What follows belongs to an exercise in optimizing a design on an open flow for small area, a short achievable clock period and few clock cycles per item; a production flow would make more cautious choices.
RTL that was checked went through simulation tests only; none was proved equivalent to the original.
Power is estimated from default activity; no workload was simulated.

==> juniper <==
Design joystick_mouse_button_qualifier_unit, start of the top module:
module joystick_mouse_button_qualifier_unit (
    input  logic                                i_clk,
    input  logic                                i_rst_n,
    input  logic                                s_axis_tvalid,
    output logic                                s_axis_tready,
    input  logic [jmbq_pkg::IN_TDATA_W-1:0]     s_axis_tdata,
    output logic                                m_axis_tvalid,
    input  logic                                m_axis_tready,
    output logic [jmbq_pkg::OUT_TDATA_W-1:0]    m_axis_tdata,
    input  logic                                i_cfg_we,
    input  logic [jmbq_pkg::CFG_IDX_W-1:0]      i_cfg_idx,
    input  logic [jmbq_pkg::CFG_DATA_W-1:0]     i_cfg_wdata
);
Settings: LEC_CHECK=0, CAP_MARGIN=20, CORE_MARGIN=2, CORE_UTILIZATION=40, CTS_CLUSTER_DIAMETER=132, CTS_CLUSTER_SIZE=24, SLEW_MARGIN=20; clock period 10.0 ns.
standard.sh (not shown) runs the stock make flow with config.mk's settings and CLKGATE_MAP_FILE= SYNTH_SCRIPT=/design/flow/synth_recipe.tcl, a recipe that flattens the netlist after the stock synthesis.
==> flow/flow/run.sh <==
#!/bin/bash
# Standard synthesis and layout (the standard.sh, unchanged scripts); the
# only difference from the standard flow's own layout is a larger setup slack margin for
# ORFS's repair_timing steps, so that repair keeps improving paths past the
# point where they meet the (unchanged) 10 ns constraint.
set -euo pipefail
cd "$(dirname "$0")/.."
MARGIN=$(cat flow/margin.txt)
bash standard.sh synth > synth_make.log 2>&1
bash standard.sh SETUP_SLACK_MARGIN=$MARGIN finish > layout_make.log 2>&1
==> flow/flow/margin.txt <==
6.55
==> raven: changes against juniper <==
--- a/flow/design.v
+++ b/flow/design.v
@@ -63,11 +63,11 @@
     localparam int KW = jmbq_pkg::KEYS_W;
     localparam int PW = jmbq_pkg::SPEED_W;
     localparam int DW = jmbq_pkg::DZ_W;
     localparam int HW = jmbq_pkg::MS_W;
     localparam int AW = 19;
-    localparam int MW = 32;
+    localparam int MW = 26;
     localparam int BRW = 10;
     logic [SW-1:0] r_center_x, r_center_y;
     logic [DW-1:0] r_deadzone;
     logic [PW-1:0] r_top_speed;
     logic [HW-1:0] r_debounce_ms, r_long_press_ms;
@@ -118,27 +118,29 @@
     end
     logic [NB-1:0] r_raw_last, r_stable;
     logic [TW-1:0] r_change_time [NB];
     logic [TW-1:0] r_press_start;
     logic          r_press_valid, r_long_done;
-    logic [15:0] r_now_hm1;
-    logic [16:0] r_w_deb, r_w_long;
-    always_ff @(posedge i_clk) begin
-        if (r_en) begin
-            r_now_hm1 <= s_axis_tdata[31:16] - 16'd1;
-            r_w_deb   <= {1'b1, s_axis_tdata[15:0]} - {1'b0, r_debounce_ms} - 17'd1;
-            r_w_long  <= {1'b1, s_axis_tdata[15:0]} - {1'b0, r_long_press_ms};
-        end
-    end
-    function automatic logic f_after(input logic [TW-1:0] now, input logic [15:0] now_hm1,
-                                     input logic [16:0] w, input logic [TW-1:0] then);
-        logic b16, g, lo, hi_zero;
-        b16     = now[15:0] < then[15:0];
-        g       = w[15:0] >= then[15:0];
-        lo      = b16 ? (w[16] | g) : (w[16] & g);
-        hi_zero = b16 ? (now_hm1 == then[31:16]) : (now[31:16] == then[31:16]);
-        f_after = !hi_zero || lo;
+    function automatic logic f_after(input logic [TW-1:0] now, input logic [TW-1:0] then,
+                                     input logic [HW-1:0] lim, input logic or_eq);
+        logic [15:0] nl, nh, tl, th, x, y, hx, hc;
+        logic        b16, lo, eq0, eq1;
+        logic [17:0] s;
+        nl  = now[15:0];
+        nh  = now[31:16];
+        tl  = ~then[15:0];
+        th  = ~then[31:16];
+        b16 = nl < then[15:0];
+        x   = nl ^ tl ^ ~lim;
+        y   = (nl & tl) | (nl & ~lim) | (tl & ~lim);
+        s   = {2'b0, x} + {1'b0, y, or_eq} + 18'd1;
+        lo  = b16 ? (s[17] | s[16]) : s[17];
+        eq0 = (nh == then[31:16]);
+        hx  = nh ^ th;
+        hc  = {nh[14:0] | th[14:0], 1'b0};
+        eq1 = (hx == hc);
+        f_after = !(b16 ? eq1 : eq0) || lo;
     endfunction
     logic [NB-1:0] w_changed, w_acc;
     logic          w_long_hit, w_press;
     logic [1:0]    w_clicks;
     logic [KW-1:0] w_downs, w_ups;
@@ -146,15 +148,15 @@
     assign w_step = r_en && r_v0;
     always_comb begin
         for (int b = 0; b < NB; b++) begin
             w_changed[b] = r_raw[b] != r_raw_last[b];
             w_acc[b]     = !w_changed[b] && (r_stable[b] != r_raw[b]) &&
-                           f_after(r_now, r_now_hm1, r_w_deb, r_change_time[b]);
+                           f_after(r_now, r_change_time[b], r_debounce_ms, 1'b0);
         end
         w_press    = w_acc[0] && r_raw[0];
         w_long_hit = !w_acc[0] && r_stable[0] && r_press_valid && !r_long_done &&
-                     f_after(r_now, r_now_hm1, r_w_long, r_press_start);
+                     f_after(r_now, r_press_start, r_long_press_ms, 1'b1);
         w_clicks   = {w_long_hit, w_press};
         w_downs    = w_acc[NB-1:1] & r_raw[NB-1:1];
         w_ups      = w_acc[NB-1:1] & ~r_raw[NB-1:1];
     end
     always_ff @(posedge i_clk) begin
@@ -223,11 +225,11 @@
     endfunction
     function automatic logic [MW-1:0] f_mul(input logic [AW-1:0] a, input logic [11:0] bd);
         logic [17:0] row [4];
         logic [13:0] m;
         logic [17:0] ext, s1, c1, s2, c2;
-        logic [6:0]  lo;
+        logic [12:0] lo;
         for (int i = 0; i < 4; i++) begin
             m = bd[3*i] ? {2'b0, a[SW-1:0]} : bd[3*i+1] ? {1'b0, a[SW-1:0], 1'b0} : 14'd0;
             if (bd[3*i+2]) m = ~m;
             ext = {{4{m[13]}}, m};
             row[i] = ext << (2 * i);
@@ -235,24 +237,24 @@
         end
         s1 = row[0] ^ row[1] ^ row[2];
         c1 = ((row[0] & row[1]) | (row[0] & row[2]) | (row[1] & row[2])) << 1;
         s2 = s1 ^ c1 ^ row[3];
         c2 = ((s1 & c1) | (s1 & row[3]) | (c1 & row[3])) << 1;
-        lo = {1'b0, s2[5:0]} + {1'b0, c2[5:0]};
-        f_mul = {a[AW-1], s2[17:6], c2[17:6], lo};
+        lo = {1'b0, s2[11:0]} + {1'b0, c2[11:0]};
+        f_mul = {a[AW-1], s2[17:12], c2[17:12], lo};
     endfunction
     function automatic logic [AW-1:0] f_sum(input logic [MW-1:0] a);
-        f_sum = {a[MW-1], a[30:19] + a[18:7] + {11'd0, a[6]}, a[5:0]};
+        f_sum = {a[MW-1], a[24:19] + a[18:13] + {5'd0, a[12]}, a[11:0]};
     endfunction
     function automatic logic [AW-1:0] f_div(input logic [AW-1:0] a, input logic [DW-1:0] dz);
         logic [SW-1:0] t;
         logic [SW:0]   s;
         t = a[17:6];
         s = {1'b0, t} + {2'b01, dz};
         f_div = {a[AW-1], s[SW] ? s[10:0] : t[10:0], a[5:0], s[SW]};
     endfunction
-    localparam int NST = 11;
+    localparam int NST = 10;
     logic           r_vs [1:NST-1];
     logic [BRW-1:0] r_bs [1:NST-1];
     logic [AW-1:0]  r_xs [1:NST-1];
     logic [AW-1:0]  r_ys [1:NST-1];
     logic [AW-1:0]  w_xs [1:NST-1];
@@ -270,12 +272,12 @@
         w_ys[1] = f_mag(r_sy, r_center_y);
         w_xs[2] = f_zone(r_xs[1], r_deadzone, r_div);
         w_ys[2] = f_zone(r_ys[1], r_deadzone, r_div);
         w_xs[3] = '0;
         w_ys[3] = '0;
-        w_xs[4] = f_sum(r_mx);
-        w_ys[4] = f_sum(r_my);
+        w_xs[4] = f_div(f_sum(r_mx), r_deadzone);
+        w_ys[4] = f_div(f_sum(r_my), r_deadzone);
         for (int k = 5; k < NST; k++) begin
             w_xs[k] = f_div(r_xs[k-1], r_deadzone);
             w_ys[k] = f_div(r_ys[k-1], r_deadzone);
         end
     end
==> flow/flow/margin.txt (replaced) <==
6.3
==> summary.md <==
| Metric | Value |
|---|---|
| Vias per inst | about 5.3 |
| Antenna violations before repair | 3 |
| Nonclk buf count | roughly 340 |
| Status | no timing/DRC/antenna violations |
| Clk tree area frac | 2.17% |
| Tot Pwr | ~13 mW |
| Tapcells | 1768 |
the above is filed under juniper

==> summary.md <==
| Metric | Value |
|---|---|
| Status | no timing/DRC/antenna violations |
| Nonclk buf count | about 220 |
| Antenna violations before repair | 6 |
| Tot Pwr | between 10 and 15 mW |
| Tapcells | approximately 1.6k |
the above is filed under raven

Testbench counts of raven, summed over its fixed seeds: cycles 3,288, polls 3,200.
The RTL of juniper was laid out without a check of its function.

==> port drivers added, routing unchanged <==
The flow's constraints put no driver on any port. The routed layouts listed below were extracted and timed again, unchanged, in two steps. Step 1 (the two cells are an assumption about what drives the block):
set clk [get_ports {i_clk}]
set_driving_cell -lib_cell sky130_fd_sc_hd__clkbuf_16 $clk
set_driving_cell -lib_cell sky130_fd_sc_hd__buf_2 [delete_from_list [all_inputs] $clk]
Step 2 also shifts input and output timing later by t, the mid clock arrival at the registers, as if the neighbouring blocks saw the same clock. Slacks: ideal ports / drivers / drivers and shift; pairs: ideal ports / drivers.
run | shift t [ns] | setup WS [ns] | latest minus earliest clock arrival (ns)
juniper | 0.750 | 6.216 / 6.217 / 5.535 | 0.036 / 0.036
raven | 0.716 | 6.373 / 6.358 / 5.706 | 0.062 / 0.063
After both steps setup and hold are still met in every run listed. The setup slack of juniper, which loses most, moves by +0.001 ns with the drivers and by -0.681 ns with both steps.
